This is an optimization exercise on Yosys and OpenROAD, whose aim is a short achievable clock period and few clock cycles per item, not a production implementation. RTL that was checked went through simulation tests only; none was proved equivalent to the original. Power is estimated from default activity; no workload was simulated.

==> flow/design.v (excerpt) <==
module jump_trajectory_profiler_top #(
    parameter int POS_BITS  = POS_BITS_DEF,
    parameter int FRAC_BITS = FRAC_BITS_DEF,
    localparam int CFG_W    = (POS_BITS > TICK_W) ? POS_BITS : TICK_W
) (
    input  logic                       i_clk,
    input  logic                       i_rst_n,
    input  logic                       i_cfg_wr_en,
    input  logic [CFG_IDX_W-1:0]       i_cfg_addr,
    input  logic [CFG_W-1:0]           i_cfg_wr_data,
    input  logic                       i_in_valid,
    output logic                       o_in_stall,
    input  logic                       i_command,
    input  logic signed [POS_BITS-1:0] i_start_height,
    output logic                       o_out_valid,
    input  logic                       i_out_stall,
    output logic signed [POS_BITS-1:0] o_target_x,
    output logic signed [POS_BITS-1:0] o_target_z,
    output logic [PHASE_W-1:0]         o_phase
);
Settings: LEC_CHECK=0, CAP_MARGIN=20, CORE_MARGIN=2, CORE_UTILIZATION=40, SLEW_MARGIN=20; clock period 10.0 ns.
standard.sh (not shown) runs the stock make flow with config.mk's settings and CLKGATE_MAP_FILE= SYNTH_SCRIPT=/design/flow/synth_recipe.tcl, a recipe that flattens the netlist after the stock synthesis.
==> flow/flow/run.sh <==
#!/bin/bash
set -euo pipefail
MARGIN=$(cat flow/margin.txt)
bash standard.sh SETUP_SLACK_MARGIN=$MARGIN finish > standard_flow.log 2>&1
==> flow/flow/margin.txt <==
6.0
Testbench counts at the start, summed over its fixed seeds: cycles 8,374, items 7,934.
Then changed:
==> flow/run.sh (new file) <==
#!/bin/bash
# synth_recipe.tcl (not shown) runs the flow's synth.tcl, then flattens the netlist and writes it again
# the make line also repeats each setting of config.mk as NAME=value (left out here)
make -C /OpenROAD-flow-scripts/flow DESIGN_CONFIG=/design/flow/config.mk WORK_HOME=/design/flow/orfs CLKGATE_MAP_FILE= SYNTH_SCRIPT=/design/flow/synth_recipe.tcl finish
removed: flow/flow/run.sh
removed: flow/flow/margin.txt
removed: flow/standard.sh
Cell area goes down by a few percent.
Clock power stays flat.
Combinational power goes down by a few percent.
Via count goes down slightly.
Non-clock buffer count goes down by 341.
Synthesized area does not change.
Power goes down slightly.
Worst setup slack loses 1700 ps.
Final cell count goes down slightly.
Synthesized cell count does not change.

---

## amber
Another version of the RTL of jump_trajectory_profiler_top (not shown whole).
Size in the first run: ~14000 cells after synthesis, roughly 3200 flip-flops, roughly 86 I/O pins, about 0.16 sq mm of cells after synthesis.
==> flow/config.mk <==
export PLATFORM = sky130hd
export DESIGN_NAME = jump_trajectory_profiler_top
export DESIGN_NICKNAME = jump_trajectory_profiler_top
export VERILOG_FILES = /design/flow/design.v
export SDC_FILE = /design/flow/constraint.sdc
export NUM_CORES = 4
export LEC_CHECK = 0
export CAP_MARGIN = 20
export CORE_MARGIN = 2
export CORE_UTILIZATION = 40
export SLEW_MARGIN = 20
==> flow/constraint.sdc <==
create_clock -name core_clock -period 10.0 [get_ports {i_clk}]
set_input_delay 2.0000 -clock core_clock [delete_from_list [all_inputs] [get_ports {i_clk}]]
set_output_delay 2.0000 -clock core_clock [all_outputs]
set_load 0.01 [all_outputs]
==> flow/flow/run.sh <==
#!/bin/bash
set -euo pipefail
read -r -a ARGS < flow/make_args.txt
bash standard.sh "${ARGS[@]}" finish > standard_flow.log 2>&1
==> flow/flow/make_args.txt <==
SETUP_SLACK_MARGIN=6.9 CTS_CLUSTER_SIZE=25 CTS_CLUSTER_DIAMETER=100 MATCH_CELL_FOOTPRINT=0
Per the final summary, amber finished and its layout is clean on timing, DRC and antenna.
Relative to amber, the following input files were edited for yarrow:
==> flow/flow/make_args.txt <==
SETUP_SLACK_MARGIN=6.9 CTS_CLUSTER_SIZE=25 CTS_CLUSTER_DIAMETER=100 MATCH_CELL_FOOTPRINT=0 CORE_UTILIZATION=55
--- outcome ---
When yarrow is set beside amber, its global-route usage turns out to be 9.8 points larger.
Cmp yarrow vs amber: total met3 wirelength after detailed routing higher in yarrow
Compared with amber, in yarrow sequential share of layout area barely changed, total of clock buffers placed in the layout grew by about 8%, cell count shrank by 6.7%, utilization rose by 17 points.
Compared to amber, yarrow has switching power of the nets about 5% higher.
No functional check of the RTL was part of any run of this note.

---

## oak
jump_trajectory_profiler_top, a different RTL version from the one above (not shown whole).
Size: about 3,300 flip-flops, ~160,000 µm² of cells after synthesis.
clock: 10.0 ns
lec_check: 0
cap_margin: 20
core_margin: 2
core_utilization: 40
slew_margin: 20
==> flow/flow/run.sh <==
#!/bin/bash
set -euo pipefail
mapfile -t ARGS < <(grep -v '^$' flow/make_args.txt)
bash standard.sh "${ARGS[@]}" finish > standard_flow.log 2>&1
==> flow/flow/make_args.txt <==
SETUP_SLACK_MARGIN=6.9
CTS_CLUSTER_SIZE=25
CTS_CLUSTER_DIAMETER=100
MATCH_CELL_FOOTPRINT=0
CORE_UTILIZATION=55
BUFFER_PORTS_ARGS=-buffer_cell sky130_fd_sc_hd__buf_4
oak: done, clean on timing, DRC and antenna
Testbench counts of oak, summed over its fixed seeds: cycles 8,518, items 7,934.
--- input diff oak..pine ---
==> flow/flow/make_args.txt <==
SETUP_SLACK_MARGIN=6.9
CTS_CLUSTER_SIZE=25
CTS_CLUSTER_DIAMETER=100
MATCH_CELL_FOOTPRINT=0
CORE_UTILIZATION=65
BUFFER_PORTS_ARGS=-buffer_cell sky130_fd_sc_hd__buf_4
==> comparison <==
- pine vs oak — first-iteration DRC count rose 1,436.
- Summary of pine over oak: post-route fraction of the period consumed by the critical path shows no meaningful change, power density over the cells shows a reduction of about 0.5%, via count of the first global-routing pass shows an increase of about 2.8%, proportion of power drawn by the clock network shows a reduction of 0.4 points.

==> separate check: timing with driven ports <==
How much do the figures lean on ideal ports? The routed layouts below were timed once more, with nothing changed but the port constraints.
Step 1, drivers: a clkbuf_16 drives i_clk and a buf_2 each remaining input, both assumed.
Step 2, shift: input delay + t, output delay - t, t = (earliest + latest rising clock arrival at the registers) / 2. This alone moves slack from input paths to output paths.
Three values: no drivers, after step 1, after step 2; two values: the first two.
| run | t (ns) | setup slack, ns | latest minus earliest clock arrival (ns) |
|---|---|---|---|
| the first run of note 1 | 1.093 | 5.785 / 5.785 / 5.205 | 0.133 / 0.133 |
| the second run of note 1 | 1.067 | 4.131 / 4.131 / 4.131 | 0.144 / 0.144 |
| amber | 1.016 | 6.530 / 6.418 / 5.945 | 0.097 / 0.098 |
| yarrow | 0.987 | 6.501 / 6.398 / 5.991 | 0.090 / 0.090 |
| oak | 0.968 | 6.551 / 6.455 / 6.072 | 0.064 / 0.063 |
| pine | 0.956 | 6.565 / 6.474 / 6.084 | 0.093 / 0.093 |
After both steps setup and hold are still met in every run listed. For amber, which loses most, drivers alone change the setup slack by -0.112 ns; drivers and shift together by -0.585 ns.
